Background: an optimization exercise with open tools, aiming at small area, a short achievable clock period and few clock cycles per item. Do not read the settings as production practice.
In this exercise RTL edits were held to simulation tests only and were not proved equivalent to the original.

==> flow/design.v, too long to show whole: its modules and the start of the top module <==
// module iir_round_sat: 29 lines
// module iir_allpole: 5485 lines
// module iir_fa: 10 lines
// module iir_nand2: 7 lines
// module iir_nor2: 7 lines
// module iir_aoi21: 8 lines
// module iir_oai21: 8 lines
// module iir_ha: 9 lines
module iir_allpole
#(
    parameter int N    = 10,
    parameter int W    = 16,
    parameter int FRAC = 14
) (
    input  logic                clock,
    input  logic                reset,
    input  logic signed [W-1:0] in_data,
    input  logic                in_valid,
    output logic                in_ready,
    input  logic [N-1:0][W-1:0] coef,
    output logic signed [W-1:0] out_data,
    output logic                out_valid,
    input  logic                out_ready,
    output logic                busy,
    output logic                ovf
);
  // ...
==> flow/flow/run.sh <==
#!/bin/bash
set -euo pipefail
bash standard.sh SETUP_SLACK_MARGIN=5.5 finish > layout.log 2>&1
==> flow/standard.sh <==
#!/bin/bash
# synth_recipe.tcl (not shown) runs the flow's synth.tcl, then flattens the netlist and writes it again
# the make line also repeats each setting of config.mk as NAME=value (left out here)
make -C /OpenROAD-flow-scripts/flow DESIGN_CONFIG=/design/flow/config.mk WORK_HOME=/design/flow/orfs CLKGATE_MAP_FILE= SYNTH_SCRIPT=/design/flow/synth_recipe.tcl "${@:-finish}"
==> flow/config.mk <==
export PLATFORM = sky130hd
export DESIGN_NAME = iir_allpole
export DESIGN_NICKNAME = iir_allpole
export VERILOG_FILES = /design/flow/design.v
export SDC_FILE = /design/flow/constraint.sdc
export NUM_CORES = 4
export LEC_CHECK = 0
export ABC_AREA = 1
export CAP_MARGIN = 20
export CORE_MARGIN = 2
export CORE_UTILIZATION = 60
export SLEW_MARGIN = 20
export SYNTH_HIERARCHICAL = 1
==> flow/constraint.sdc <==
create_clock -name core_clock -period 11.0 [get_ports {clock}]
set_input_delay 2.2000 -clock core_clock [delete_from_list [all_inputs] [get_ports {clock}]]
set_output_delay 2.2000 -clock core_clock [all_outputs]
set_load 0.01 [all_outputs]
==> notes.md, run 1 <==
Die height - 354.6 um
Max incr delay on CP - 0.56 ns
Final Util - 0.6800
Post-synth top cells - 1389 x fa_1, 1202 x o22ai_1, 1163 x xor2_1
Most common cell after layout, fill and taps aside - fa_1
CTS tree - built
Syn avg cell area - 9.665 um2
WL per Instance - 32.24 um
Sequential fraction of the synthesis area - 0.1531
Synth Flop Type - dfxtp_1
Post-Route Skew - 0.06070 ns
Worst Slack Setup Final - 5.360 ns
Via density - 6.706
Crit-path leading delay family - adder cells
Area occupied by multi-input gates - 60620 um2
Port-buffer cells - 199
Clock Sinks - 564
Post-CTS resize count - 227
Clk slew on worst S/H paths - 0.06 ns
Top-area cell type share of the netlist area - 0.3771
Gate Count Post-Synth - 7630
Max-slew violations - 0
GRT Overall Usage - 0.4697
Die area - 125700 um2
Hold path cells - 2
Post-Synth XOR/XNOR Area - 0.1571
Adder-cell area share of the yosys netlist - 0.4063
Tmin final - 5.640 ns
Status - finished clean
Testbench counts, summed over its fixed seeds: cycles 3,192, items 3,072.
==> run 2, diff against run 1 <==
--- a/flow/design.v
+++ b/flow/design.v
@@ -2068,283 +2068,273 @@
     iir_fa u_t0_s489 (.a(t0_c406), .b(t0_c407), .c(t0_s411), .s(t0_s489), .co(t0_c489));
     wire t0_s490, t0_c490;
     iir_fa u_t0_s490 (.a(pp9_7_14), .b(t0_hc16), .c(t0_c408), .s(t0_s490), .co(t0_c490));
     wire t0_s491, t0_c491;
     iir_fa u_t0_s491 (.a(t0_c409), .b(t0_s412), .c(t0_s413), .s(t0_s491), .co(t0_c491));
     wire t0_s492, t0_c492;
     iir_fa u_t0_s492 (.a(t0_s414), .b(t0_c410), .c(t0_c411), .s(t0_s492), .co(t0_c492));
     wire t0_s493, t0_c493;
-    assign t0_s493 = 1'b1 ^ pp5_7_15 ^ pp6_7_15;
-    assign t0_c493 = (1'b1 & pp5_7_15) | (pp6_7_15 & (1'b1 ^ pp5_7_15));
+    iir_fa u_t0_s493 (.a(pp5_7_15), .b(pp6_7_15), .c(pp7_7_15), .s(t0_s493), .co(t0_c493));
     wire t0_s494, t0_c494;
-    iir_fa u_t0_s494 (.a(pp7_7_15), .b(pp8_7_15), .c(pp9_7_15), .s(t0_s494), .co(t0_c494));
-    wire t0_s495, t0_c495;
-    iir_fa u_t0_s495 (.a(t0_c412), .b(t0_c413), .c(t0_c414), .s(t0_s495), .co(t0_c495));
-    wire t0_s496, t0_c496;
-    assign t0_s496 = 1'b1 ^ ~pp5_7_16 ^ ~pp6_7_16;
-    assign t0_c496 = (1'b1 & ~pp5_7_16) | (~pp6_7_16 & (1'b1 ^ ~pp5_7_16));
+    iir_fa u_t0_s494 (.a(pp8_7_15), .b(pp9_7_15), .c(t0_c412), .s(t0_s494), .co(t0_c494));
     wire t0_hs22, t0_hc22;
-    iir_ha u_t0_hs22 (.a(~pp7_7_16), .b(~pp8_7_16), .s(t0_hs22), .co(t0_hc22));
+    iir_ha u_t0_hs22 (.a(t0_c413), .b(t0_c414), .s(t0_hs22), .co(t0_hc22));
+    wire t0_s495, t0_c495;
+    iir_fa u_t0_s495 (.a(~pp5_7_16), .b(~pp6_7_16), .c(~pp7_7_16), .s(t0_s495), .co(t0_c495));
     wire t0_hs23, t0_hc23;
     iir_ha u_t0_hs23 (.a(pp5_0_0), .b(pp6_0_0), .s(t0_hs23), .co(t0_hc23));
+    wire t0_s496, t0_c496;
+    iir_fa u_t0_s496 (.a(pp5_0_1), .b(pp6_0_1), .c(pp7_0_1), .s(t0_s496), .co(t0_c496));
     wire t0_s497, t0_c497;
-    iir_fa u_t0_s497 (.a(pp5_0_1), .b(pp6_0_1), .c(pp7_0_1), .s(t0_s497), .co(t0_c497));
-    wire t0_s498, t0_c498;
-    iir_fa u_t0_s498 (.a(pp8_1_0), .b(pp9_0_2), .c(pp9_1_0), .s(t0_s498), .co(t0_c498));
+    iir_fa u_t0_s497 (.a(pp8_1_0), .b(pp9_0_2), .c(pp9_1_0), .s(t0_s497), .co(t0_c497));
     wire t0_hs24, t0_hc24;
     iir_ha u_t0_hs24 (.a(t0_hs17), .b(t0_hs20), .s(t0_hs24), .co(t0_hc24));
+    wire t0_s498, t0_c498;
+    iir_fa u_t0_s498 (.a(t0_hc20), .b(t0_c415), .c(t0_s318), .s(t0_s498), .co(t0_c498));
     wire t0_s499, t0_c499;
-    iir_fa u_t0_s499 (.a(t0_hc20), .b(t0_c415), .c(t0_s318), .s(t0_s499), .co(t0_c499));
+    iir_fa u_t0_s499 (.a(t0_s416), .b(t0_s417), .c(t0_hs21), .s(t0_s499), .co(t0_c499));
     wire t0_s500, t0_c500;
-    iir_fa u_t0_s500 (.a(t0_s416), .b(t0_s417), .c(t0_hs21), .s(t0_s500), .co(t0_c500));
+    iir_fa u_t0_s500 (.a(t0_c416), .b(t0_c417), .c(t0_hc21), .s(t0_s500), .co(t0_c500));
     wire t0_s501, t0_c501;
-    iir_fa u_t0_s501 (.a(t0_c416), .b(t0_c417), .c(t0_hc21), .s(t0_s501), .co(t0_c501));
+    iir_fa u_t0_s501 (.a(t0_s418), .b(t0_s419), .c(t0_s420), .s(t0_s501), .co(t0_c501));
     wire t0_s502, t0_c502;
-    iir_fa u_t0_s502 (.a(t0_s418), .b(t0_s419), .c(t0_s420), .s(t0_s502), .co(t0_c502));
+    iir_fa u_t0_s502 (.a(t0_c418), .b(t0_c419), .c(t0_c420), .s(t0_s502), .co(t0_c502));
     wire t0_s503, t0_c503;
-    iir_fa u_t0_s503 (.a(t0_c418), .b(t0_c419), .c(t0_c420), .s(t0_s503), .co(t0_c503));
+    iir_fa u_t0_s503 (.a(t0_s421), .b(t0_s422), .c(t0_s423), .s(t0_s503), .co(t0_c503));
     wire t0_s504, t0_c504;
-    iir_fa u_t0_s504 (.a(t0_s421), .b(t0_s422), .c(t0_s423), .s(t0_s504), .co(t0_c504));
+    iir_fa u_t0_s504 (.a(t0_c421), .b(t0_c422), .c(t0_s424), .s(t0_s504), .co(t0_c504));
     wire t0_s505, t0_c505;
-    iir_fa u_t0_s505 (.a(t0_c421), .b(t0_c422), .c(t0_s424), .s(t0_s505), .co(t0_c505));
+    iir_fa u_t0_s505 (.a(t0_c423), .b(t0_s425), .c(t0_s426), .s(t0_s505), .co(t0_c505));
     wire t0_s506, t0_c506;
-    iir_fa u_t0_s506 (.a(t0_c423), .b(t0_s425), .c(t0_s426), .s(t0_s506), .co(t0_c506));
+    iir_fa u_t0_s506 (.a(t0_c424), .b(t0_c425), .c(t0_s427), .s(t0_s506), .co(t0_c506));
     wire t0_s507, t0_c507;
-    iir_fa u_t0_s507 (.a(t0_c424), .b(t0_c425), .c(t0_s427), .s(t0_s507), .co(t0_c507));
+    iir_fa u_t0_s507 (.a(t0_c426), .b(t0_s428), .c(t0_s429), .s(t0_s507), .co(t0_c507));
     wire t0_s508, t0_c508;
-    iir_fa u_t0_s508 (.a(t0_c426), .b(t0_s428), .c(t0_s429), .s(t0_s508), .co(t0_c508));
+    iir_fa u_t0_s508 (.a(t0_c427), .b(t0_c428), .c(t0_s430), .s(t0_s508), .co(t0_c508));
     wire t0_s509, t0_c509;
-    iir_fa u_t0_s509 (.a(t0_c427), .b(t0_c428), .c(t0_s430), .s(t0_s509), .co(t0_c509));
+    iir_fa u_t0_s509 (.a(t0_c429), .b(t0_s431), .c(t0_s432), .s(t0_s509), .co(t0_c509));
     wire t0_s510, t0_c510;
-    iir_fa u_t0_s510 (.a(t0_c429), .b(t0_s431), .c(t0_s432), .s(t0_s510), .co(t0_c510));
+    iir_fa u_t0_s510 (.a(t0_c430), .b(t0_c431), .c(t0_s433), .s(t0_s510), .co(t0_c510));
     wire t0_s511, t0_c511;
-    iir_fa u_t0_s511 (.a(t0_c430), .b(t0_c431), .c(t0_s433), .s(t0_s511), .co(t0_c511));
+    iir_fa u_t0_s511 (.a(t0_s434), .b(t0_c432), .c(t0_s435), .s(t0_s511), .co(t0_c511));
     wire t0_s512, t0_c512;
-    iir_fa u_t0_s512 (.a(t0_s434), .b(t0_c432), .c(t0_s435), .s(t0_s512), .co(t0_c512));
+    iir_fa u_t0_s512 (.a(t0_c433), .b(t0_c434), .c(t0_s436), .s(t0_s512), .co(t0_c512));
     wire t0_s513, t0_c513;
-    iir_fa u_t0_s513 (.a(t0_c433), .b(t0_c434), .c(t0_s436), .s(t0_s513), .co(t0_c513));
+    iir_fa u_t0_s513 (.a(t0_s437), .b(t0_c435), .c(t0_s438), .s(t0_s513), .co(t0_c513));
     wire t0_s514, t0_c514;
-    iir_fa u_t0_s514 (.a(t0_s437), .b(t0_c435), .c(t0_s438), .s(t0_s514), .co(t0_c514));
+    iir_fa u_t0_s514 (.a(t0_c436), .b(t0_c437), .c(t0_s439), .s(t0_s514), .co(t0_c514));
     wire t0_s515, t0_c515;
-    iir_fa u_t0_s515 (.a(t0_c436), .b(t0_c437), .c(t0_s439), .s(t0_s515), .co(t0_c515));
+    iir_fa u_t0_s515 (.a(t0_c438), .b(t0_s440), .c(t0_s441), .s(t0_s515), .co(t0_c515));
     wire t0_s516, t0_c516;
-    iir_fa u_t0_s516 (.a(t0_c438), .b(t0_s440), .c(t0_s441), .s(t0_s516), .co(t0_c516));
+    iir_fa u_t0_s516 (.a(t0_c439), .b(t0_c440), .c(t0_s442), .s(t0_s516), .co(t0_c516));
     wire t0_s517, t0_c517;
-    iir_fa u_t0_s517 (.a(t0_c439), .b(t0_c440), .c(t0_s442), .s(t0_s517), .co(t0_c517));
+    iir_fa u_t0_s517 (.a(t0_c441), .b(t0_s443), .c(t0_s444), .s(t0_s517), .co(t0_c517));
     wire t0_s518, t0_c518;
-    iir_fa u_t0_s518 (.a(t0_c441), .b(t0_s443), .c(t0_s444), .s(t0_s518), .co(t0_c518));
+    iir_fa u_t0_s518 (.a(t0_c442), .b(t0_c443), .c(t0_s445), .s(t0_s518), .co(t0_c518));
     wire t0_s519, t0_c519;
-    iir_fa u_t0_s519 (.a(t0_c442), .b(t0_c443), .c(t0_s445), .s(t0_s519), .co(t0_c519));
+    iir_fa u_t0_s519 (.a(t0_c444), .b(t0_s446), .c(t0_s447), .s(t0_s519), .co(t0_c519));
     wire t0_s520, t0_c520;
-    iir_fa u_t0_s520 (.a(t0_c444), .b(t0_s446), .c(t0_s447), .s(t0_s520), .co(t0_c520));
+    iir_fa u_t0_s520 (.a(t0_c445), .b(t0_c446), .c(t0_s448), .s(t0_s520), .co(t0_c520));
     wire t0_s521, t0_c521;
-    iir_fa u_t0_s521 (.a(t0_c445), .b(t0_c446), .c(t0_s448), .s(t0_s521), .co(t0_c521));
+    iir_fa u_t0_s521 (.a(t0_s449), .b(t0_c447), .c(t0_s450), .s(t0_s521), .co(t0_c521));
     wire t0_s522, t0_c522;
-    iir_fa u_t0_s522 (.a(t0_s449), .b(t0_c447), .c(t0_s450), .s(t0_s522), .co(t0_c522));
+    iir_fa u_t0_s522 (.a(t0_c448), .b(t0_c449), .c(t0_s451), .s(t0_s522), .co(t0_c522));
     wire t0_s523, t0_c523;
-    iir_fa u_t0_s523 (.a(t0_c448), .b(t0_c449), .c(t0_s451), .s(t0_s523), .co(t0_c523));
+    iir_fa u_t0_s523 (.a(t0_s452), .b(t0_c450), .c(t0_s453), .s(t0_s523), .co(t0_c523));
     wire t0_s524, t0_c524;
-    iir_fa u_t0_s524 (.a(t0_s452), .b(t0_c450), .c(t0_s453), .s(t0_s524), .co(t0_c524));
+    iir_fa u_t0_s524 (.a(t0_c451), .b(t0_c452), .c(t0_s454), .s(t0_s524), .co(t0_c524));
     wire t0_s525, t0_c525;
-    iir_fa u_t0_s525 (.a(t0_c451), .b(t0_c452), .c(t0_s454), .s(t0_s525), .co(t0_c525));
+    iir_fa u_t0_s525 (.a(t0_c453), .b(t0_s455), .c(t0_s456), .s(t0_s525), .co(t0_c525));
     wire t0_s526, t0_c526;
-    iir_fa u_t0_s526 (.a(t0_c453), .b(t0_s455), .c(t0_s456), .s(t0_s526), .co(t0_c526));
+    iir_fa u_t0_s526 (.a(t0_c454), .b(t0_s457), .c(t0_c455), .s(t0_s526), .co(t0_c526));
     wire t0_s527, t0_c527;
-    iir_fa u_t0_s527 (.a(t0_c454), .b(t0_s457), .c(t0_c455), .s(t0_s527), .co(t0_c527));
+    iir_fa u_t0_s527 (.a(t0_c456), .b(t0_s458), .c(t0_s459), .s(t0_s527), .co(t0_c527));
     wire t0_s528, t0_c528;
-    iir_fa u_t0_s528 (.a(t0_c456), .b(t0_s458), .c(t0_s459), .s(t0_s528), .co(t0_c528));
+    iir_fa u_t0_s528 (.a(t0_c457), .b(t0_s460), .c(t0_c458), .s(t0_s528), .co(t0_c528));
     wire t0_s529, t0_c529;
-    iir_fa u_t0_s529 (.a(t0_c457), .b(t0_s460), .c(t0_c458), .s(t0_s529), .co(t0_c529));
+    iir_fa u_t0_s529 (.a(t0_c459), .b(t0_s461), .c(t0_s462), .s(t0_s529), .co(t0_c529));
     wire t0_s530, t0_c530;
-    iir_fa u_t0_s530 (.a(t0_c459), .b(t0_s461), .c(t0_s462), .s(t0_s530), .co(t0_c530));
+    iir_fa u_t0_s530 (.a(t0_c460), .b(t0_s463), .c(t0_c461), .s(t0_s530), .co(t0_c530));
     wire t0_s531, t0_c531;
-    iir_fa u_t0_s531 (.a(t0_c460), .b(t0_s463), .c(t0_c461), .s(t0_s531), .co(t0_c531));
+    iir_fa u_t0_s531 (.a(t0_s464), .b(t0_c462), .c(t0_s465), .s(t0_s531), .co(t0_c531));
     wire t0_s532, t0_c532;
-    iir_fa u_t0_s532 (.a(t0_s464), .b(t0_c462), .c(t0_s465), .s(t0_s532), .co(t0_c532));
+    iir_fa u_t0_s532 (.a(t0_c463), .b(t0_s466), .c(t0_c464), .s(t0_s532), .co(t0_c532));
     wire t0_s533, t0_c533;
-    iir_fa u_t0_s533 (.a(t0_c463), .b(t0_s466), .c(t0_c464), .s(t0_s533), .co(t0_c533));
+    iir_fa u_t0_s533 (.a(t0_s467), .b(t0_c465), .c(t0_s468), .s(t0_s533), .co(t0_c533));
     wire t0_s534, t0_c534;
-    iir_fa u_t0_s534 (.a(t0_s467), .b(t0_c465), .c(t0_s468), .s(t0_s534), .co(t0_c534));
+    iir_fa u_t0_s534 (.a(t0_c466), .b(t0_s469), .c(t0_c467), .s(t0_s534), .co(t0_c534));
     wire t0_s535, t0_c535;
-    iir_fa u_t0_s535 (.a(t0_c466), .b(t0_s469), .c(t0_c467), .s(t0_s535), .co(t0_c535));
+    iir_fa u_t0_s535 (.a(t0_s470), .b(t0_c468), .c(t0_s471), .s(t0_s535), .co(t0_c535));
     wire t0_s536, t0_c536;
-    iir_fa u_t0_s536 (.a(t0_s470), .b(t0_c468), .c(t0_s471), .s(t0_s536), .co(t0_c536));
+    iir_fa u_t0_s536 (.a(t0_c469), .b(t0_s472), .c(t0_c470), .s(t0_s536), .co(t0_c536));
     wire t0_s537, t0_c537;
-    iir_fa u_t0_s537 (.a(t0_c469), .b(t0_s472), .c(t0_c470), .s(t0_s537), .co(t0_c537));
+    iir_fa u_t0_s537 (.a(t0_s473), .b(t0_c471), .c(t0_s474), .s(t0_s537), .co(t0_c537));
     wire t0_s538, t0_c538;
-    iir_fa u_t0_s538 (.a(t0_s473), .b(t0_c471), .c(t0_s474), .s(t0_s538), .co(t0_c538));
+    iir_fa u_t0_s538 (.a(t0_c472), .b(t0_s475), .c(t0_c473), .s(t0_s538), .co(t0_c538));
     wire t0_s539, t0_c539;
-    iir_fa u_t0_s539 (.a(t0_c472), .b(t0_s475), .c(t0_c473), .s(t0_s539), .co(t0_c539));
+    iir_fa u_t0_s539 (.a(t0_s476), .b(t0_c474), .c(t0_s477), .s(t0_s539), .co(t0_c539));
     wire t0_s540, t0_c540;
-    iir_fa u_t0_s540 (.a(t0_s476), .b(t0_c474), .c(t0_s477), .s(t0_s540), .co(t0_c540));
+    iir_fa u_t0_s540 (.a(t0_s478), .b(t0_c475), .c(t0_c476), .s(t0_s540), .co(t0_c540));
     wire t0_s541, t0_c541;
-    iir_fa u_t0_s541 (.a(t0_s478), .b(t0_c475), .c(t0_c476), .s(t0_s541), .co(t0_c541));
+    iir_fa u_t0_s541 (.a(t0_s479), .b(t0_s480), .c(t0_c477), .s(t0_s541), .co(t0_c541));
     wire t0_s542, t0_c542;
-    iir_fa u_t0_s542 (.a(t0_s479), .b(t0_s480), .c(t0_c477), .s(t0_s542), .co(t0_c542));
+    iir_fa u_t0_s542 (.a(t0_c478), .b(t0_s481), .c(t0_s482), .s(t0_s542), .co(t0_c542));
     wire t0_s543, t0_c543;
-    iir_fa u_t0_s543 (.a(t0_c478), .b(t0_s481), .c(t0_s482), .s(t0_s543), .co(t0_c543));
+    iir_fa u_t0_s543 (.a(t0_c479), .b(t0_c480), .c(t0_s483), .s(t0_s543), .co(t0_c543));
     wire t0_s544, t0_c544;
-    iir_fa u_t0_s544 (.a(t0_c479), .b(t0_c480), .c(t0_s483), .s(t0_s544), .co(t0_c544));
+    iir_fa u_t0_s544 (.a(t0_c481), .b(t0_s484), .c(t0_c482), .s(t0_s544), .co(t0_c544));
     wire t0_s545, t0_c545;
-    iir_fa u_t0_s545 (.a(t0_c481), .b(t0_s484), .c(t0_c482), .s(t0_s545), .co(t0_c545));
+    iir_fa u_t0_s545 (.a(t0_s485), .b(t0_c483), .c(t0_s486), .s(t0_s545), .co(t0_c545));
     wire t0_s546, t0_c546;
-    iir_fa u_t0_s546 (.a(t0_s485), .b(t0_c483), .c(t0_s486), .s(t0_s546), .co(t0_c546));
+    iir_fa u_t0_s546 (.a(t0_s487), .b(t0_c484), .c(t0_c485), .s(t0_s546), .co(t0_c546));
     wire t0_s547, t0_c547;
-    iir_fa u_t0_s547 (.a(t0_s487), .b(t0_c484), .c(t0_c485), .s(t0_s547), .co(t0_c547));
+    iir_fa u_t0_s547 (.a(t0_s488), .b(t0_s489), .c(t0_c486), .s(t0_s547), .co(t0_c547));
     wire t0_s548, t0_c548;
-    iir_fa u_t0_s548 (.a(t0_s488), .b(t0_s489), .c(t0_c486), .s(t0_s548), .co(t0_c548));
+    iir_fa u_t0_s548 (.a(t0_c487), .b(t0_s490), .c(t0_s491), .s(t0_s548), .co(t0_c548));
     wire t0_s549, t0_c549;
-    iir_fa u_t0_s549 (.a(t0_c487), .b(t0_s490), .c(t0_s491), .s(t0_s549), .co(t0_c549));
+    iir_fa u_t0_s549 (.a(t0_c488), .b(t0_c489), .c(t0_s492), .s(t0_s549), .co(t0_c549));
     wire t0_s550, t0_c550;
-    iir_fa u_t0_s550 (.a(t0_c488), .b(t0_c489), .c(t0_s492), .s(t0_s550), .co(t0_c550));
+    iir_fa u_t0_s550 (.a(t0_s493), .b(t0_hs22), .c(t0_c490), .s(t0_s550), .co(t0_c550));
     wire t0_s551, t0_c551;
-    iir_fa u_t0_s551 (.a(t0_s493), .b(t0_s494), .c(t0_c490), .s(t0_s551), .co(t0_c551));
+    iir_fa u_t0_s551 (.a(t0_c491), .b(t0_s494), .c(t0_c492), .s(t0_s551), .co(t0_c551));
     wire t0_s552, t0_c552;
-    iir_fa u_t0_s552 (.a(t0_c491), .b(t0_s495), .c(t0_c492), .s(t0_s552), .co(t0_c552));
+    iir_fa u_t0_s552 (.a(~pp8_7_16), .b(~pp9_7_16), .c(t0_c493), .s(t0_s552), .co(t0_c552));
     wire t0_s553, t0_c553;
-    iir_fa u_t0_s553 (.a(~pp9_7_16), .b(t0_hs22), .c(t0_c493), .s(t0_s553), .co(t0_c553));
-    wire t0_s554, t0_c554;
-    iir_fa u_t0_s554 (.a(t0_c494), .b(t0_s496), .c(t0_c495), .s(t0_s554), .co(t0_c554));
+    iir_fa u_t0_s553 (.a(t0_s495), .b(t0_hc22), .c(t0_c494), .s(t0_s553), .co(t0_c553));
     wire t0_hs25, t0_hc25;
-    assign t0_hs25 = 1'b1 ^ t0_hc22;
-    assign t0_hc25 = 1'b1 & t0_hc22;
-    wire t0_hs26, t0_hc26;
-    iir_ha u_t0_hs26 (.a(pp7_0_0), .b(pp8_0_0), .s(t0_hs26), .co(t0_hc26));
+    iir_ha u_t0_hs25 (.a(pp7_0_0), .b(pp8_0_0), .s(t0_hs25), .co(t0_hc25));
+    wire t0_s554, t0_c554;
+    iir_fa u_t0_s554 (.a(pp8_0_1), .b(pp9_0_1), .c(t0_hc23), .s(t0_s554), .co(t0_c554));
     wire t0_s555, t0_c555;
-    iir_fa u_t0_s555 (.a(pp8_0_1), .b(pp9_0_1), .c(t0_hc23), .s(t0_s555), .co(t0_c555));
+    iir_fa u_t0_s555 (.a(t0_c496), .b(t0_s415), .c(t0_s497), .s(t0_s555), .co(t0_c555));
     wire t0_s556, t0_c556;
-    iir_fa u_t0_s556 (.a(t0_c497), .b(t0_s415), .c(t0_s498), .s(t0_s556), .co(t0_c556));
+    iir_fa u_t0_s556 (.a(t0_c497), .b(t0_hc24), .c(t0_s498), .s(t0_s556), .co(t0_c556));
     wire t0_s557, t0_c557;
-    iir_fa u_t0_s557 (.a(t0_c498), .b(t0_hc24), .c(t0_s499), .s(t0_s557), .co(t0_c557));
+    iir_fa u_t0_s557 (.a(t0_c498), .b(t0_c499), .c(t0_s500), .s(t0_s557), .co(t0_c557));
     wire t0_s558, t0_c558;
-    iir_fa u_t0_s558 (.a(t0_c499), .b(t0_c500), .c(t0_s501), .s(t0_s558), .co(t0_c558));
+    iir_fa u_t0_s558 (.a(t0_c500), .b(t0_c501), .c(t0_s502), .s(t0_s558), .co(t0_c558));
     wire t0_s559, t0_c559;
-    iir_fa u_t0_s559 (.a(t0_c501), .b(t0_c502), .c(t0_s503), .s(t0_s559), .co(t0_c559));
+    iir_fa u_t0_s559 (.a(t0_c502), .b(t0_s504), .c(t0_c503), .s(t0_s559), .co(t0_c559));
     wire t0_s560, t0_c560;
-    iir_fa u_t0_s560 (.a(t0_c503), .b(t0_s505), .c(t0_c504), .s(t0_s560), .co(t0_c560));
+    iir_fa u_t0_s560 (.a(t0_c504), .b(t0_s506), .c(t0_c505), .s(t0_s560), .co(t0_c560));
     wire t0_s561, t0_c561;
-    iir_fa u_t0_s561 (.a(t0_c505), .b(t0_s507), .c(t0_c506), .s(t0_s561), .co(t0_c561));
+    iir_fa u_t0_s561 (.a(t0_c506), .b(t0_s508), .c(t0_c507), .s(t0_s561), .co(t0_c561));
     wire t0_s562, t0_c562;
-    iir_fa u_t0_s562 (.a(t0_c507), .b(t0_s509), .c(t0_c508), .s(t0_s562), .co(t0_c562));
+    iir_fa u_t0_s562 (.a(t0_c508), .b(t0_s510), .c(t0_c509), .s(t0_s562), .co(t0_c562));
     wire t0_s563, t0_c563;
-    iir_fa u_t0_s563 (.a(t0_c509), .b(t0_s511), .c(t0_c510), .s(t0_s563), .co(t0_c563));
+    iir_fa u_t0_s563 (.a(t0_c510), .b(t0_s512), .c(t0_c511), .s(t0_s563), .co(t0_c563));
     wire t0_s564, t0_c564;
-    iir_fa u_t0_s564 (.a(t0_c511), .b(t0_s513), .c(t0_c512), .s(t0_s564), .co(t0_c564));
+    iir_fa u_t0_s564 (.a(t0_c512), .b(t0_s514), .c(t0_c513), .s(t0_s564), .co(t0_c564));
     wire t0_s565, t0_c565;
-    iir_fa u_t0_s565 (.a(t0_c513), .b(t0_s515), .c(t0_c514), .s(t0_s565), .co(t0_c565));
+    iir_fa u_t0_s565 (.a(t0_c514), .b(t0_s516), .c(t0_c515), .s(t0_s565), .co(t0_c565));
     wire t0_s566, t0_c566;
-    iir_fa u_t0_s566 (.a(t0_c515), .b(t0_s517), .c(t0_c516), .s(t0_s566), .co(t0_c566));
+    iir_fa u_t0_s566 (.a(t0_c516), .b(t0_s518), .c(t0_c517), .s(t0_s566), .co(t0_c566));
     wire t0_s567, t0_c567;
-    iir_fa u_t0_s567 (.a(t0_c517), .b(t0_s519), .c(t0_c518), .s(t0_s567), .co(t0_c567));
+    iir_fa u_t0_s567 (.a(t0_c518), .b(t0_s520), .c(t0_c519), .s(t0_s567), .co(t0_c567));
     wire t0_s568, t0_c568;
-    iir_fa u_t0_s568 (.a(t0_c519), .b(t0_s521), .c(t0_c520), .s(t0_s568), .co(t0_c568));
+    iir_fa u_t0_s568 (.a(t0_c520), .b(t0_s522), .c(t0_c521), .s(t0_s568), .co(t0_c568));
     wire t0_s569, t0_c569;
-    iir_fa u_t0_s569 (.a(t0_c521), .b(t0_s523), .c(t0_c522), .s(t0_s569), .co(t0_c569));
+    iir_fa u_t0_s569 (.a(t0_c522), .b(t0_s524), .c(t0_c523), .s(t0_s569), .co(t0_c569));
     wire t0_s570, t0_c570;
-    iir_fa u_t0_s570 (.a(t0_c523), .b(t0_s525), .c(t0_c524), .s(t0_s570), .co(t0_c570));
+    iir_fa u_t0_s570 (.a(t0_c524), .b(t0_s526), .c(t0_c525), .s(t0_s570), .co(t0_c570));
     wire t0_s571, t0_c571;
-    iir_fa u_t0_s571 (.a(t0_c525), .b(t0_s527), .c(t0_c526), .s(t0_s571), .co(t0_c571));
+    iir_fa u_t0_s571 (.a(t0_c526), .b(t0_s528), .c(t0_c527), .s(t0_s571), .co(t0_c571));
     wire t0_s572, t0_c572;
-    iir_fa u_t0_s572 (.a(t0_c527), .b(t0_s529), .c(t0_c528), .s(t0_s572), .co(t0_c572));
+    iir_fa u_t0_s572 (.a(t0_c528), .b(t0_s530), .c(t0_c529), .s(t0_s572), .co(t0_c572));
     wire t0_s573, t0_c573;
-    iir_fa u_t0_s573 (.a(t0_c529), .b(t0_s531), .c(t0_c530), .s(t0_s573), .co(t0_c573));
+    iir_fa u_t0_s573 (.a(t0_c530), .b(t0_s532), .c(t0_c531), .s(t0_s573), .co(t0_c573));
     wire t0_s574, t0_c574;
-    iir_fa u_t0_s574 (.a(t0_c531), .b(t0_s533), .c(t0_c532), .s(t0_s574), .co(t0_c574));
+    iir_fa u_t0_s574 (.a(t0_c532), .b(t0_s534), .c(t0_c533), .s(t0_s574), .co(t0_c574));
     wire t0_s575, t0_c575;
-    iir_fa u_t0_s575 (.a(t0_c533), .b(t0_s535), .c(t0_c534), .s(t0_s575), .co(t0_c575));
+    iir_fa u_t0_s575 (.a(t0_c534), .b(t0_s536), .c(t0_c535), .s(t0_s575), .co(t0_c575));
     wire t0_s576, t0_c576;
-    iir_fa u_t0_s576 (.a(t0_c535), .b(t0_s537), .c(t0_c536), .s(t0_s576), .co(t0_c576));
+    iir_fa u_t0_s576 (.a(t0_c536), .b(t0_s538), .c(t0_c537), .s(t0_s576), .co(t0_c576));
     wire t0_s577, t0_c577;
-    iir_fa u_t0_s577 (.a(t0_c537), .b(t0_s539), .c(t0_c538), .s(t0_s577), .co(t0_c577));
+    iir_fa u_t0_s577 (.a(t0_c538), .b(t0_s540), .c(t0_c539), .s(t0_s577), .co(t0_c577));
     wire t0_s578, t0_c578;
-    iir_fa u_t0_s578 (.a(t0_c539), .b(t0_s541), .c(t0_c540), .s(t0_s578), .co(t0_c578));
+    iir_fa u_t0_s578 (.a(t0_s542), .b(t0_c540), .c(t0_s543), .s(t0_s578), .co(t0_c578));
     wire t0_s579, t0_c579;
-    iir_fa u_t0_s579 (.a(t0_s543), .b(t0_c541), .c(t0_s544), .s(t0_s579), .co(t0_c579));
+    iir_fa u_t0_s579 (.a(t0_c542), .b(t0_s544), .c(t0_c543), .s(t0_s579), .co(t0_c579));
     wire t0_s580, t0_c580;
-    iir_fa u_t0_s580 (.a(t0_c543), .b(t0_s545), .c(t0_c544), .s(t0_s580), .co(t0_c580));
+    iir_fa u_t0_s580 (.a(t0_c544), .b(t0_s546), .c(t0_c545), .s(t0_s580), .co(t0_c580));
     wire t0_s581, t0_c581;
-    iir_fa u_t0_s581 (.a(t0_c545), .b(t0_s547), .c(t0_c546), .s(t0_s581), .co(t0_c581));
+    iir_fa u_t0_s581 (.a(t0_s548), .b(t0_c546), .c(t0_s549), .s(t0_s581), .co(t0_c581));
     wire t0_s582, t0_c582;
-    iir_fa u_t0_s582 (.a(t0_s549), .b(t0_c547), .c(t0_s550), .s(t0_s582), .co(t0_c582));
+    iir_fa u_t0_s582 (.a(t0_s550), .b(t0_c548), .c(t0_c549), .s(t0_s582), .co(t0_c582));
     wire t0_s583, t0_c583;
-    iir_fa u_t0_s583 (.a(t0_s551), .b(t0_c549), .c(t0_c550), .s(t0_s583), .co(t0_c583));
-    wire t0_s584, t0_c584;
-    iir_fa u_t0_s584 (.a(t0_s553), .b(t0_c551), .c(t0_s554), .s(t0_s584), .co(t0_c584));
-    wire t0_s585, t0_c585;
-    iir_fa u_t0_s585 (.a(t0_c496), .b(t0_hs25), .c(t0_c553), .s(t0_s585), .co(t0_c585));
+    iir_fa u_t0_s583 (.a(t0_s552), .b(t0_c550), .c(t0_s553), .s(t0_s583), .co(t0_c583));
+    wire t0_hs26, t0_hc26;
+    iir_ha u_t0_hs26 (.a(t0_c495), .b(t0_c552), .s(t0_hs26), .co(t0_hc26));
     wire t0_hs27, t0_hc27;
     iir_ha u_t0_hs27 (.a(pp9_0_0), .b(t0_hs23), .s(t0_hs27), .co(t0_hc27));
+    wire t0_s584, t0_c584;
+    iir_fa u_t0_s584 (.a(t0_hc25), .b(t0_s496), .c(t0_s554), .s(t0_s584), .co(t0_c584));
+    wire t0_s585, t0_c585;
+    iir_fa u_t0_s585 (.a(t0_hs24), .b(t0_c554), .c(t0_s555), .s(t0_s585), .co(t0_c585));
     wire t0_s586, t0_c586;
-    iir_fa u_t0_s586 (.a(t0_hc26), .b(t0_s497), .c(t0_s555), .s(t0_s586), .co(t0_c586));
+    iir_fa u_t0_s586 (.a(t0_c555), .b(t0_s499), .c(t0_s556), .s(t0_s586), .co(t0_c586));
     wire t0_s587, t0_c587;
-    iir_fa u_t0_s587 (.a(t0_hs24), .b(t0_c555), .c(t0_s556), .s(t0_s587), .co(t0_c587));
+    iir_fa u_t0_s587 (.a(t0_c556), .b(t0_s501), .c(t0_s557), .s(t0_s587), .co(t0_c587));
     wire t0_s588, t0_c588;
-    iir_fa u_t0_s588 (.a(t0_c556), .b(t0_s500), .c(t0_s557), .s(t0_s588), .co(t0_c588));
+    iir_fa u_t0_s588 (.a(t0_c557), .b(t0_s503), .c(t0_s558), .s(t0_s588), .co(t0_c588));
     wire t0_s589, t0_c589;
-    iir_fa u_t0_s589 (.a(t0_c557), .b(t0_s502), .c(t0_s558), .s(t0_s589), .co(t0_c589));
+    iir_fa u_t0_s589 (.a(t0_c558), .b(t0_s559), .c(t0_s505), .s(t0_s589), .co(t0_c589));
     wire t0_s590, t0_c590;
-    iir_fa u_t0_s590 (.a(t0_c558), .b(t0_s504), .c(t0_s559), .s(t0_s590), .co(t0_c590));
+    iir_fa u_t0_s590 (.a(t0_c559), .b(t0_s507), .c(t0_s560), .s(t0_s590), .co(t0_c590));
     wire t0_s591, t0_c591;
-    iir_fa u_t0_s591 (.a(t0_c559), .b(t0_s560), .c(t0_s506), .s(t0_s591), .co(t0_c591));
+    iir_fa u_t0_s591 (.a(t0_s509), .b(t0_c560), .c(t0_s561), .s(t0_s591), .co(t0_c591));
     wire t0_s592, t0_c592;
-    iir_fa u_t0_s592 (.a(t0_c560), .b(t0_s508), .c(t0_s561), .s(t0_s592), .co(t0_c592));
+    iir_fa u_t0_s592 (.a(t0_c561), .b(t0_s511), .c(t0_s562), .s(t0_s592), .co(t0_c592));
     wire t0_s593, t0_c593;
-    iir_fa u_t0_s593 (.a(t0_s510), .b(t0_c561), .c(t0_s562), .s(t0_s593), .co(t0_c593));
+    iir_fa u_t0_s593 (.a(t0_s513), .b(t0_c562), .c(t0_s563), .s(t0_s593), .co(t0_c593));
     wire t0_s594, t0_c594;
-    iir_fa u_t0_s594 (.a(t0_c562), .b(t0_s512), .c(t0_s563), .s(t0_s594), .co(t0_c594));
+    iir_fa u_t0_s594 (.a(t0_s515), .b(t0_c563), .c(t0_s564), .s(t0_s594), .co(t0_c594));
     wire t0_s595, t0_c595;
-    iir_fa u_t0_s595 (.a(t0_s514), .b(t0_c563), .c(t0_s564), .s(t0_s595), .co(t0_c595));
+    iir_fa u_t0_s595 (.a(t0_s517), .b(t0_c564), .c(t0_s565), .s(t0_s595), .co(t0_c595));
     wire t0_s596, t0_c596;
-    iir_fa u_t0_s596 (.a(t0_s516), .b(t0_c564), .c(t0_s565), .s(t0_s596), .co(t0_c596));
+    iir_fa u_t0_s596 (.a(t0_s519), .b(t0_c565), .c(t0_s566), .s(t0_s596), .co(t0_c596));
     wire t0_s597, t0_c597;
-    iir_fa u_t0_s597 (.a(t0_s518), .b(t0_c565), .c(t0_s566), .s(t0_s597), .co(t0_c597));
+    iir_fa u_t0_s597 (.a(t0_c566), .b(t0_s521), .c(t0_s567), .s(t0_s597), .co(t0_c597));
     wire t0_s598, t0_c598;
-    iir_fa u_t0_s598 (.a(t0_s520), .b(t0_c566), .c(t0_s567), .s(t0_s598), .co(t0_c598));
+    iir_fa u_t0_s598 (.a(t0_s523), .b(t0_c567), .c(t0_s568), .s(t0_s598), .co(t0_c598));
     wire t0_s599, t0_c599;
-    iir_fa u_t0_s599 (.a(t0_c567), .b(t0_s522), .c(t0_s568), .s(t0_s599), .co(t0_c599));
+    iir_fa u_t0_s599 (.a(t0_s525), .b(t0_c568), .c(t0_s569), .s(t0_s599), .co(t0_c599));
     wire t0_s600, t0_c600;
-    iir_fa u_t0_s600 (.a(t0_s524), .b(t0_c568), .c(t0_s569), .s(t0_s600), .co(t0_c600));
+    iir_fa u_t0_s600 (.a(t0_s527), .b(t0_c569), .c(t0_s570), .s(t0_s600), .co(t0_c600));
     wire t0_s601, t0_c601;
-    iir_fa u_t0_s601 (.a(t0_s526), .b(t0_c569), .c(t0_s570), .s(t0_s601), .co(t0_c601));
+    iir_fa u_t0_s601 (.a(t0_s529), .b(t0_c570), .c(t0_s571), .s(t0_s601), .co(t0_c601));
     wire t0_s602, t0_c602;
-    iir_fa u_t0_s602 (.a(t0_s528), .b(t0_c570), .c(t0_s571), .s(t0_s602), .co(t0_c602));
+    iir_fa u_t0_s602 (.a(t0_s531), .b(t0_c571), .c(t0_s572), .s(t0_s602), .co(t0_c602));
     wire t0_s603, t0_c603;
-    iir_fa u_t0_s603 (.a(t0_s530), .b(t0_c571), .c(t0_s572), .s(t0_s603), .co(t0_c603));
+    iir_fa u_t0_s603 (.a(t0_s533), .b(t0_c572), .c(t0_s573), .s(t0_s603), .co(t0_c603));
     wire t0_s604, t0_c604;
-    iir_fa u_t0_s604 (.a(t0_s532), .b(t0_c572), .c(t0_s573), .s(t0_s604), .co(t0_c604));
+    iir_fa u_t0_s604 (.a(t0_s535), .b(t0_c573), .c(t0_s574), .s(t0_s604), .co(t0_c604));
     wire t0_s605, t0_c605;
-    iir_fa u_t0_s605 (.a(t0_s534), .b(t0_c573), .c(t0_s574), .s(t0_s605), .co(t0_c605));
+    iir_fa u_t0_s605 (.a(t0_s537), .b(t0_c574), .c(t0_s575), .s(t0_s605), .co(t0_c605));
     wire t0_s606, t0_c606;
-    iir_fa u_t0_s606 (.a(t0_s536), .b(t0_c574), .c(t0_s575), .s(t0_s606), .co(t0_c606));
+    iir_fa u_t0_s606 (.a(t0_s539), .b(t0_c575), .c(t0_s576), .s(t0_s606), .co(t0_c606));
     wire t0_s607, t0_c607;
-    iir_fa u_t0_s607 (.a(t0_s538), .b(t0_c575), .c(t0_s576), .s(t0_s607), .co(t0_c607));
+    iir_fa u_t0_s607 (.a(t0_s541), .b(t0_s577), .c(t0_c576), .s(t0_s607), .co(t0_c607));
     wire t0_s608, t0_c608;
-    iir_fa u_t0_s608 (.a(t0_s540), .b(t0_c576), .c(t0_s577), .s(t0_s608), .co(t0_c608));
+    iir_fa u_t0_s608 (.a(t0_c541), .b(t0_s578), .c(t0_c577), .s(t0_s608), .co(t0_c608));
     wire t0_s609, t0_c609;
-    iir_fa u_t0_s609 (.a(t0_s542), .b(t0_s578), .c(t0_c577), .s(t0_s609), .co(t0_c609));
+    iir_fa u_t0_s609 (.a(t0_s545), .b(t0_c578), .c(t0_s579), .s(t0_s609), .co(t0_c609));
     wire t0_s610, t0_c610;
-    iir_fa u_t0_s610 (.a(t0_c542), .b(t0_s579), .c(t0_c578), .s(t0_s610), .co(t0_c610));
+    iir_fa u_t0_s610 (.a(t0_s547), .b(t0_c579), .c(t0_s580), .s(t0_s610), .co(t0_c610));
     wire t0_s611, t0_c611;
-    iir_fa u_t0_s611 (.a(t0_s546), .b(t0_c579), .c(t0_s580), .s(t0_s611), .co(t0_c611));
+    iir_fa u_t0_s611 (.a(t0_c547), .b(t0_s581), .c(t0_c580), .s(t0_s611), .co(t0_c611));
     wire t0_s612, t0_c612;
-    iir_fa u_t0_s612 (.a(t0_s548), .b(t0_c580), .c(t0_s581), .s(t0_s612), .co(t0_c612));
+    iir_fa u_t0_s612 (.a(t0_s551), .b(t0_c581), .c(t0_s582), .s(t0_s612), .co(t0_c612));
     wire t0_s613, t0_c613;
-    iir_fa u_t0_s613 (.a(t0_c548), .b(t0_s582), .c(t0_c581), .s(t0_s613), .co(t0_c613));
+    iir_fa u_t0_s613 (.a(t0_c551), .b(t0_s583), .c(t0_c582), .s(t0_s613), .co(t0_c613));
     wire t0_s614, t0_c614;
-    iir_fa u_t0_s614 (.a(t0_s552), .b(t0_c582), .c(t0_s583), .s(t0_s614), .co(t0_c614));
-    wire t0_s615, t0_c615;
-    iir_fa u_t0_s615 (.a(t0_c552), .b(t0_s584), .c(t0_c583), .s(t0_s615), .co(t0_c615));
-    wire t0_s616, t0_c616;
-    iir_fa u_t0_s616 (.a(t0_c554), .b(t0_s585), .c(t0_c584), .s(t0_s616), .co(t0_c616));
-    wire t0_s617, t0_c617;
-    assign t0_s617 = 1'b1 ^ t0_hc25 ^ t0_c585;
-    assign t0_c617 = (1'b1 & t0_hc25) | (t0_c585 & (1'b1 ^ t0_hc25));
-    wire [34:0] r0_a = {1'b1, 1'b1, t0_c616, t0_c615, t0_c614, t0_c613, t0_c612, t0_c611, t0_c610, t0_c609, t0_c608, t0_c607, t0_c606, t0_c605, t0_c604, t0_c603, t0_c602, t0_c601, t0_c600, t0_c599, t0_c598, t0_c597, t0_c596, t0_c595, t0_c594, t0_c593, t0_c592, t0_c591, t0_c590, t0_c589, t0_c588, t0_c587, t0_c586, t0_hc27, t0_hs26};
-    wire [34:0] r0_b = {1'b0, t0_c617, t0_s617, t0_s616, t0_s615, t0_s614, t0_s613, t0_s612, t0_s611, t0_s610, t0_s609, t0_s608, t0_s607, t0_s606, t0_s605, t0_s604, t0_s603, t0_s602, t0_s601, t0_s600, t0_s599, t0_s598, t0_s597, t0_s596, t0_s595, t0_s594, t0_s593, t0_s592, t0_s591, t0_s590, t0_s589, t0_s588, t0_s587, t0_s586, t0_hs27};
+    iir_fa u_t0_s614 (.a(t0_hs26), .b(t0_c553), .c(t0_c583), .s(t0_s614), .co(t0_c614));
+    wire [34:0] r0_a = {1'b0, 1'b0, t0_hc26, t0_c613, t0_c612, t0_c611, t0_c610, t0_c609, t0_c608, t0_c607, t0_c606, t0_c605, t0_c604, t0_c603, t0_c602, t0_c601, t0_c600, t0_c599, t0_c598, t0_c597, t0_c596, t0_c595, t0_c594, t0_c593, t0_c592, t0_c591, t0_c590, t0_c589, t0_c588, t0_c587, t0_c586, t0_c585, t0_c584, t0_hc27, t0_hs25};
+    wire [34:0] r0_b = {1'b0, 1'b0, t0_c614, t0_s614, t0_s613, t0_s612, t0_s611, t0_s610, t0_s609, t0_s608, t0_s607, t0_s606, t0_s605, t0_s604, t0_s603, t0_s602, t0_s601, t0_s600, t0_s599, t0_s598, t0_s597, t0_s596, t0_s595, t0_s594, t0_s593, t0_s592, t0_s591, t0_s590, t0_s589, t0_s588, t0_s587, t0_s586, t0_s585, t0_s584, t0_hs27};
     logic [W-1:0] h1_1;
     assign h1_1 = ({W{sel1_q[0]}} & hist_q[1]) | ({W{sel1_q[1]}} & hist_q[0]);
     wire [16:0] w1_0 = ~({h1_1[15], h1_1} ^ {17{neg1_0}});    
     wire pp1_0_0 = ~((none1_0 | w1_0[0]) & (ntwo1_0 | ~neg1_0));
     wire pp1_0_1 = ~((none1_0 | w1_0[1]) & (ntwo1_0 | w1_0[0]));
     wire pp1_0_2 = ~((none1_0 | w1_0[2]) & (ntwo1_0 | w1_0[1]));
     wire pp1_0_3 = ~((none1_0 | w1_0[3]) & (ntwo1_0 | w1_0[2]));
     wire pp1_0_4 = ~((none1_0 | w1_0[4]) & (ntwo1_0 | w1_0[3]));
@@ -5230,18 +5220,20 @@
     assign ks_p6[32] = 1'b1;
     iir_aoi21 u_ksg6_33 (.a1(ks_p5[33]), .a2(ks_g5[1]), .b1(ks_g5[33]), .y(ks_g6[33]));
     assign ks_p6[33] = 1'b1;
     iir_aoi21 u_ksg6_34 (.a1(ks_p5[34]), .a2(ks_g5[2]), .b1(ks_g5[34]), .y(ks_g6[34]));
     assign ks_p6[34] = 1'b1;
     wire [34:0] ks_c = {ks_g6[33:0], 1'b1};
     wire [34:0] ks_sum = ks_np ^ ks_c;
     wire [34:0] acc = ks_sum;
-    wire sat_ovf = ~((&acc[34:29]) | ~(|acc[34:29]));
-    wire [W-1:0] sat_data = sat_ovf ? {acc[34], {(W-1){~acc[34]}}} : acc[29:14];
+    wire zd_hi = ~(r2_a[31] ^ r2_b[31] ^ (r2_a[30] | r2_b[30])) & ~(r2_a[32] ^ r2_b[32] ^ (r2_a[31] | r2_b[31])) & ~(r2_a[33] ^ r2_b[33] ^ (r2_a[32] | r2_b[32])) & ~(r2_a[34] ^ r2_b[34] ^ (r2_a[33] | r2_b[33]));
+    wire sat_ok = ~acc[30] & zd_hi;
+    wire sat_ovf = ~sat_ok;
+    wire [W-1:0] sat_data = sat_ok ? {~acc[29], acc[28:14]} : {acc[34], {(W-1){~acc[34]}}};
     logic [2:0] inflight;
     always_comb begin
         inflight = 3'd0;
         for (int s = 1; s <= 2; s++) inflight = inflight + {2'd0, v_q[s]};
     end
     assign xfer      = (cnt_q != 3'd0) && out_ready;
     assign in_ready  = !reset && ((cnt_q + inflight) <= 3'd2 + {2'd0, xfer});
     assign fire      = in_valid && in_ready;
==> flow/run.sh (new file) <==
#!/bin/bash
# synth_recipe.tcl (not shown) runs the flow's synth.tcl, then flattens the netlist and writes it again
# the make line also repeats each setting of config.mk as NAME=value (left out here)
make -C /OpenROAD-flow-scripts/flow DESIGN_CONFIG=/design/flow/config.mk WORK_HOME=/design/flow/orfs CLKGATE_MAP_FILE= SYNTH_SCRIPT=/design/flow/synth_recipe.tcl finish
--- a/flow/config.mk
+++ b/flow/config.mk
@@ -4,10 +4,11 @@
 export VERILOG_FILES = /design/flow/design.v
 export SDC_FILE = /design/flow/constraint.sdc
 export NUM_CORES = 4
 export LEC_CHECK = 0
 export ABC_AREA = 1
 export CAP_MARGIN = 20
 export CORE_MARGIN = 2
 export CORE_UTILIZATION = 60
+export SETUP_SLACK_MARGIN = 5
 export SLEW_MARGIN = 20
 export SYNTH_HIERARCHICAL = 1
removed: flow/flow/run.sh
removed: flow/standard.sh
==> run 2 against run 1 <==
Still clean on timing, DRC and antenna. Routed wire length is 3.9% lower. Via count is 3.5% lower. Core utilization is 3.5 points lower. Critical path type is now primary input to output pin.
==> notes.md, run 2 <==
Largest reg by FF count - enc_q
Synth Flop Type - dfxtp_1
Inst Count DP - 8966
Initial Utilization - 0.6057
Largest fanout on the critical path - 2
DP Area - 75840 um2
Startpoint Class - primary input
Port-buffer cells - 199 (unchanged)
FF-to-FF setup slack - 5.09 ns
WP data required - 8.80 ns
Yosys top cell by area - fa_1
Post-synth top cells - 1389 x fa_1, 1200 x o22ai_1, 1162 x xor2_1
Die height - 355.0 um (+0.12%)
Status - finished clean
Residual DRC - 0
Final period utilization - 0.5379
Initial drt markers - 7226
Worst-Skew Late Latency - 0.71 ns
CTS root buf - clkbuf_16
Crit end category - output pin
Grt ovf - 0
Width of the chip - 355.0 um
Pre-antenna DRT Iters - 8
Non-filler instance count after layout - 9105
Max reg flops - 240
Die area - 126000 um2 (+0.23%)
Hpwl dp - 248800 um
Post-Syn Area - 73920 um2
Initial antenna violation count - 7
Commonest non-fill, non-tap cells in the layout - 1389 x fa_1, 1198 x o22ai_1, 1161 x xor2_1
Final Util - 0.6447 (-0.03533)
Largest net degree at the start of global routing - 102
Syn-to-layout area delta - 6.434%
Clk slew on worst S/H paths - 0.06 ns (about the same)
Max-slew violations - 0 (unchanged)
Top Registers - enc_q x240, hist_q x160, pc1_q x35
Gate Count Post-Synth - 7642 (+0.16%)
Hold WS - 0.4940 ns
Worst-case clock buffer depth - 3
Via count - 60310
Core Footprint - 122000 um2
Cell variety after synth - 34
Most common cell after layout, fill and taps aside - fa_1
Final setup vio count - 0
CTS tree - built
Setup TNS - 0 ns
Top-area cell type share of the netlist area - 0.3762 (-0.0008872)
WL per Instance - 31.74 um (-1.5%)
First-pass GRT wire length - 417300 um
WS Path Type - primary input to output pin
Measured slew at the worst slew-check pin - 1.011 ns
Hold path cells - 2 (unchanged)
Clock Sinks - 563 (-0.18%)
Antenna-violating nets left - 0
GPL Wtd Cong - 1.073
Final hold vios - 0
Unrepaired setup endpoints after global routing - no
RR Startpoint - sel0_q[1]
Syn avg cell area - 9.672 um2 (about the same)
Reg2Reg Depth - 13
Area contributors post-synth - fa_1 38%, dfxtp_1 15%, xor2_1 14%
GRT Overall Usage - 0.4603 (-0.009432)
Total wire length - 289000 um
Highest Clock Rate - 169.0 MHz
Top-Level Pins - 200
Total Nets Final - 9164
Sequential fraction of the synthesis area - 0.1525 (-0.0006311)
Reg2reg end - ps0_q[19]
Worst min path class - flop to flop
Arrival time at the worst endpoint - 3.72 ns
Max cap viols - 0
CP Capture Point - in_ready
Tmin final - 5.917 ns (+0.2772 ns)
Crit path launch - out_ready
Vias in the first global route - 62200
Row Count - 128
Post-synth EDFFs - 0
Share of post-route cells with drive strength above 1 - 0.06687
TritonCTS buffer count - 72
Most frequent cell after synthesis - fa_1
Via density - 6.624 (-1.2%)
Syn. warnings - 7
CTS HTree Levels - 3
Post-Route Skew - 0.03856 ns (-0.02214 ns)
Max-slew headroom - 0.3261
Yosys reg bits - 563
Async set-reset flop share out of synthesis - 0
Design area - 78670 um2
-- run 2: changes by cell type in the layout (fill, tap and decap cells not counted), moves of 33 or more --
cell / delta
buf_4: -200
fa_1: +96
fa_2: -96
nand2_2: -34
nand3_2: +49
nand3_4: -52
o21ai_1: +36
o22ai_1: +33
o22ai_2: -34
xor2_1: +73
xor2_2: -67
-- run 2: routing by layer --
| metal | share of wire | routed length [um] | global-route usage |
|---|---|---|---|
| met5 | 0.00012 | 34 | 0 |
| met4 | 0.10 | 28900 | 0.3651 |
| met3 | 0.11 | 31320 | 0.1209 |
| met2 | 0.45 | 130700 | 0.7244 |
| met1 | 0.34 | 98010 | 0.5356 |
-- run 2: kinds of logic (layout without fill, tap and decap cells) --
family | count (synthesis) | in the layout | share of synthesized area
AOI/OAI and AO/OA | 1751 | 1751 | 0.1422
adders and majority gates | 1563 | 1563 | 0.4056
and+or+nand+nor | 1415 | 1415 | 0.08787
xor gates and xnor gates | 1309 | 1309 | 0.1551
buffers and inverters | 1040 | 874 | 0.05669
DFF | 563 | 563 | 0.1525
other | 1 | 5 | 0.00005073
-- run 2: Yosys stat by module, one instance, submodules excluded --
module       cells inside  flops+latches  area [um2]
iir_fa                  1              0       20.02
iir_allpole          5920            563       43840
iir_aoi21               1              0       8.758
iir_oai21               1              0       5.005
iir_nor2                1              0       3.754
iir_nand2               1              0       3.754
iir_ha                  1              0       12.51
-- run 2: worst min-delay path by stage --
stage / startpoint / to / slack [ns]
floorplan: ovfh_q[0] / ovfh_q[1] / 0.45
global placement: ovfh_q[0] / ovfh_q[0] / 0.48
detailed placement: hist_q[153] / hist_q[153] / 0.49
CTS: hist_q[36] / hist_q[36] / 0.50
global route: hist_q[157] / hist_q[157] / 0.53
finish: hist_q[149] / hist_q[149] / 0.49
-- run 2: cell type report --
| cell class | instances | area, um2 |
|---|---|---|
| multi-input cells | 6040 | 58650 |
| fillers | 9868 | 43360 |
| flip-flops and latches | 563 | 11300 |
| repair buffers | 220 | 2226 |
| clock buffers | 104 | 2186 |
| well taps | 1625 | 2033 |
| inverters | 524 | 1969 |
| clock inverters | 26 | 305.3 |
| diodes | 3 | 7.507 |
-- run 2: worst max-delay path: stages --
cell	delay, ns
clkdlybuf4s50_1	0.46
inv_1	0.04
nor2_1	0.17
ha_1	0.27
nor3b_2	0.21
a211oi_2	0.08
dlygate4sd2_1	0.29
-- run 2: timing repair --
item	in CTS	in global routing
buffers inserted	1	5
hold buffers	0	0
setup endpoints to repair	68	44
resized for setup	18	52
-- run 2: through the flow --
| step | setup WS, ns |
|---|---|
| detailed placement | 4.529 |
| global route | 4.977 |
| floorplan | 5.838 |
| finish | 5.083 |
| CTS | 5.004 |
| global placement | 4.599 |
Testbench counts of run 2, summed over its fixed seeds: cycles 3,192, items 3,072.
==> run 3, diff against run 2 <==
--- a/flow/config.mk
+++ b/flow/config.mk
@@ -8,7 +8,7 @@
 export ABC_AREA = 1
 export CAP_MARGIN = 20
 export CORE_MARGIN = 2
-export CORE_UTILIZATION = 60
+export CORE_UTILIZATION = 70
 export SETUP_SLACK_MARGIN = 5
 export SLEW_MARGIN = 20
 export SYNTH_HIERARCHICAL = 1
==> run 3 against run 2 <==
Hold slack better by 0.0033 ns. Critical endpoint is now pc0_q[19]. Setup slack worse by 0.11 ns. Still clean. Non-clock buffer count shrank 6. Cell count is 2.7% lower. Largest cell class unchanged. Via count increased by 4.4%.
==> notes.md, run 3 <==
Status - finished clean
FF-to-FF setup slack - 4.97 ns (-0.12 ns)
Initial Utilization - 0.7042 (+0.09848)
Most common cell after layout, fill and taps aside - fa_1
Cell variety after synth - 34 (unchanged)
Antenna-violating nets left - 0 (unchanged)
Largest reg by FF count - enc_q
TritonCTS buffer count - 67 (-6.9%)
Largest fanout on the critical path - 80 (+78)
Final hold vios - 0 (unchanged)
Width of the chip - 329.0 um (-7.3%)
Sequential Area - 11300 um2 (unchanged)
WS Path Type - flop to flop
Die height - 329.0 um (-7.3%)
CTS HTree Levels - 3 (unchanged)
Slowest cell on the critical path - fa_1
DP Area - 75510 um2 (-0.44%)
Row Count - 119 (-7.0%)
Syn. warnings - 7 (unchanged)
Highest Clock Rate - 165.9 MHz (-1.9%)
Crit end category - flop
RR Startpoint - sel0_q[0]
Gate Count Post-Synth - 7642 (unchanged)
Final period utilization - 0.5481 (+0.01022)
Max cap viols - 0 (unchanged)
Design area - 78150 um2 (-0.66%)
Vias in the first global route - 65240 (+4.9%)
Clk slew on worst S/H paths - 0.07 ns (about the same)
Worst-case clock buffer depth - 3 (unchanged)
Hold path cells - 2 (unchanged)
Crit-path leading delay family - adder cells
Final setup vio count - 0 (unchanged)
Hpwl dp - 238900 um (-4.0%)
Yosys reg bits - 563 (unchanged)
WL per Instance - 32.58 um (+2.7%)
Via density - 7.110 (+7.3%)
Crit-path cells - buf_8, nand2_1, nand3_2, xor2_1, o22ai_1, fa_1, fa_1, fa_1, fa_1, fa_1, fa_1, fa_1, fa_1
Area contributors post-synth - fa_1 38%, dfxtp_1 15%, xor2_1 14%
Measured slew at the worst slew-check pin - 0.8936 ns (-0.1172 ns)
GPL Wtd Cong - 1.078 (+0.51%)
Max reg flops - 240 (unchanged)
Residual DRC - 0 (unchanged)
Unrepaired setup endpoints after global routing - no
Crit-path most repeated cell - fa_1
Async set-reset flop share out of synthesis - 0 (unchanged)
Post-Route Skew - 0.03667 ns (-0.001891 ns)
Max incr delay on CP - 0.57 ns (+0.11 ns)
Worst hold start - hist_q[146]
Area occupied by multi-input gates - 58620 um2 (about the same)
WHS Endpoint - hist_q[146]
Worst min path class - flop to flop
Startpoint Class - flop
GRT Overall Usage - 0.5349 (+0.07459)
Arrival time at the worst endpoint - 6.56 ns (+2.84 ns)
Commonest non-fill, non-tap cells in the layout - 1388 x fa_1, 1200 x o22ai_1, 1161 x xor2_1
Syn avg cell area - 9.672 um2 (unchanged)
Most frequent cell after synthesis - fa_1
Reg2reg end - pc0_q[19]
Post-Syn Area - 73920 um2 (unchanged)
Post-synth top cells - 1389 x fa_1, 1200 x o22ai_1, 1162 x xor2_1
WP data required - 11.53 ns (+2.73 ns)
CTS root buf - clkbuf_16
Initial antenna violation count - 10 (+3)
Clock Sinks - 563 (unchanged)
Yosys top cell by area - fa_1
Post-synth EDFFs - 0 (unchanged)
# fillers - 7016 (-29%)
Via count - 62970 (+4.4%)
Reg2Reg Depth - 13 (unchanged)
Crit path buffers/inverters - 1 (-2)
Sequential fraction of the synthesis area - 0.1525 (unchanged)
Total Nets Final - 9154 (-0.11%)
Grt ovf - 0 (unchanged)
Tmin final - 6.029 ns (+0.1124 ns)
Port-buffer cells - 199 (unchanged)
Synth Flop Type - dfxtp_1
Die area - 108200 um2 (-14%)
Pre-antenna DRT Iters - 9 (+1)
Share of post-route cells with drive strength above 1 - 0.06581 (-0.001063)
Core Footprint - 105000 um2 (-14%)
First-pass GRT wire length - 418400 um (+0.27%)
WP depth - 13 (+6)
Initial drt markers - 8538 (+18%)
Max-slew violations - 0 (unchanged)
Syn-to-layout area delta - 5.728%
Top-area cell type share of the netlist area - 0.3762 (unchanged)
Total wire length - 288600 um (-0.13%)
Setup TNS - 0 ns (unchanged)
Worst-Skew Late Latency - 0.68 ns (-0.03 ns)
Top-Level Pins - 200 (unchanged)
CTS tree - built
Top Registers - enc_q x240, hist_q x160, pc1_q x35
Max-slew headroom - 0.4043 (+0.07813)
Largest net degree at the start of global routing - 104 (+2.0%)
run 3: changes by cell type in the layout (fill, tap and decap cells not counted), moves of 6 or more:
cell / before / now
o21ai_1: 131 / 125
clkbuf_16: 75 / 69
clkinv_2: 5 / 13
nand3_4: 19 / 13
clkbuf_8: 20 / 10
o21ai_0: 249 / 255
nand3_2: 62 / 68
buf_4: 14 / 8
run 3: how the worst max path moves through the flow:
stage	startpoint	endpoint	slack [ns]
CTS	out_ready	in_ready	4.92
global placement	reset	in_ready	4.02
floorplan	out_ready	in_ready	5.84
finish	sel0_q[0]	pc0_q[19]	4.97
global route	sel0_q[0]	pc0_q[17]	4.98
detailed placement	reset	in_ready	4.02
run 3: per-stage QoR:
step	setup WS [ns]	instances	hold WS (ns)	utilization
after CTS	4.916	8851	0.4980	0.7426
after detailed placement	4.024	8727	0.4847	0.7194
after global routing	4.984	8852	0.5193	0.7444
after global placement	4.022	8727	0.4770	0.7194
after floorplan	5.838	7643	0.4531	-
final	4.971	8857	0.4973	0.7445
run 3: cells by family (layout without fill, tap and decap cells):
group,after synthesis,after routing,synth area share
adders and majority gates,1563,1563,0.4056
other,1,7,0.00005073
buffers and inverters,1040,858,0.05669
AOI/OAI and AO/OA,1751,1751,0.1422
DFF,563,563,0.1525
xor gates and xnor gates,1309,1309,0.1551
and+or+nand+nor,1415,1415,0.08787
run 3: worst register-to-register path, cell delays in order, from the launching register on:
cell and delay [ns]:
dfxtp_2 0.32, buf_8 0.23, nand2_1 0.20, nand3_2 0.51, xor2_1 0.35, o22ai_1 0.41, fa_1 0.54, fa_1 0.43
fa_1 0.57, fa_1 0.44, fa_1 0.47, fa_1 0.40, fa_1 0.54, fa_1 0.46
run 3: modules after synthesis (local to each module, per instance):
module       area [um2]  flip-flops and latches
iir_fa            20.02                       0
iir_ha            12.51                       0
iir_allpole       43840                     563
iir_nand2         3.754                       0
iir_aoi21         8.758                       0
iir_nor2          3.754                       0
iir_oai21         5.005                       0
run 3: final cells by class:
class	count	area share
clock inverters	36	0.005571
inverters	524	0.02541
well taps	1391	0.02227
repair buffers	214	0.02787
clock buffers	83	0.02405
diodes	5	0.0001601
multi-input cells	6040	0.7500
flip-flops and latches	563	0.1445
repair inverters	1	0.0001121
run 3: routing by layer:
metal  track usage  part of all wire  vias to the layer above  wire length, um
met5             0           0.00013                        -               38
met4        0.5011              0.12                        6            34220
met3        0.2029              0.14                     1936            40200
met2        0.8077              0.44                     5536           125800
met1        0.5806              0.31                    30520            88370
li1              -                 -                    24970                -
run 3: repair_timing:
| item | in CTS | in global routing |
|---|---|---|
| buffers inserted | 4 | 1 |
| resized for setup | 23 | 41 |
| pin swaps | 1 | 1 |
| gates cloned | 1 | 0 |
| endpoints found under the setup margin | 66 | 50 |
| hold buffers | 0 | 0 |

## static timing again, ports no longer ideal
How much do the figures lean on ideal ports? The routed layouts below were timed once more, with nothing changed but the port constraints.
Step 1: set_driving_cell puts a clkbuf_16 on clock and a buf_2 on each other input, an assumption about the parent block.
Step 2 adds t to the input delays and takes it off the output delays; t is the mean of the earliest and latest rising clock arrival at the registers after step 1. Input paths then give back, and output paths get back, about the clock's delay inside the block.
Three values: ideal, step 1, step 2; two values: the first two.
run | shift t [ns] | slack for setup (ns) | worst slew at a driven data input, ns
run 1 | 0.775 | 5.360 / 5.360 / 5.360 | 0.19
run 2 | 0.778 | 5.083 / 5.061 / 5.061 | 0.22
run 3 | 0.750 | 4.971 / 4.971 / 4.971 | 0.21
After both steps every run listed still meets setup and hold. The setup slack of run 2, which loses most, moves by -0.022 ns with the drivers and by -0.022 ns with both steps.
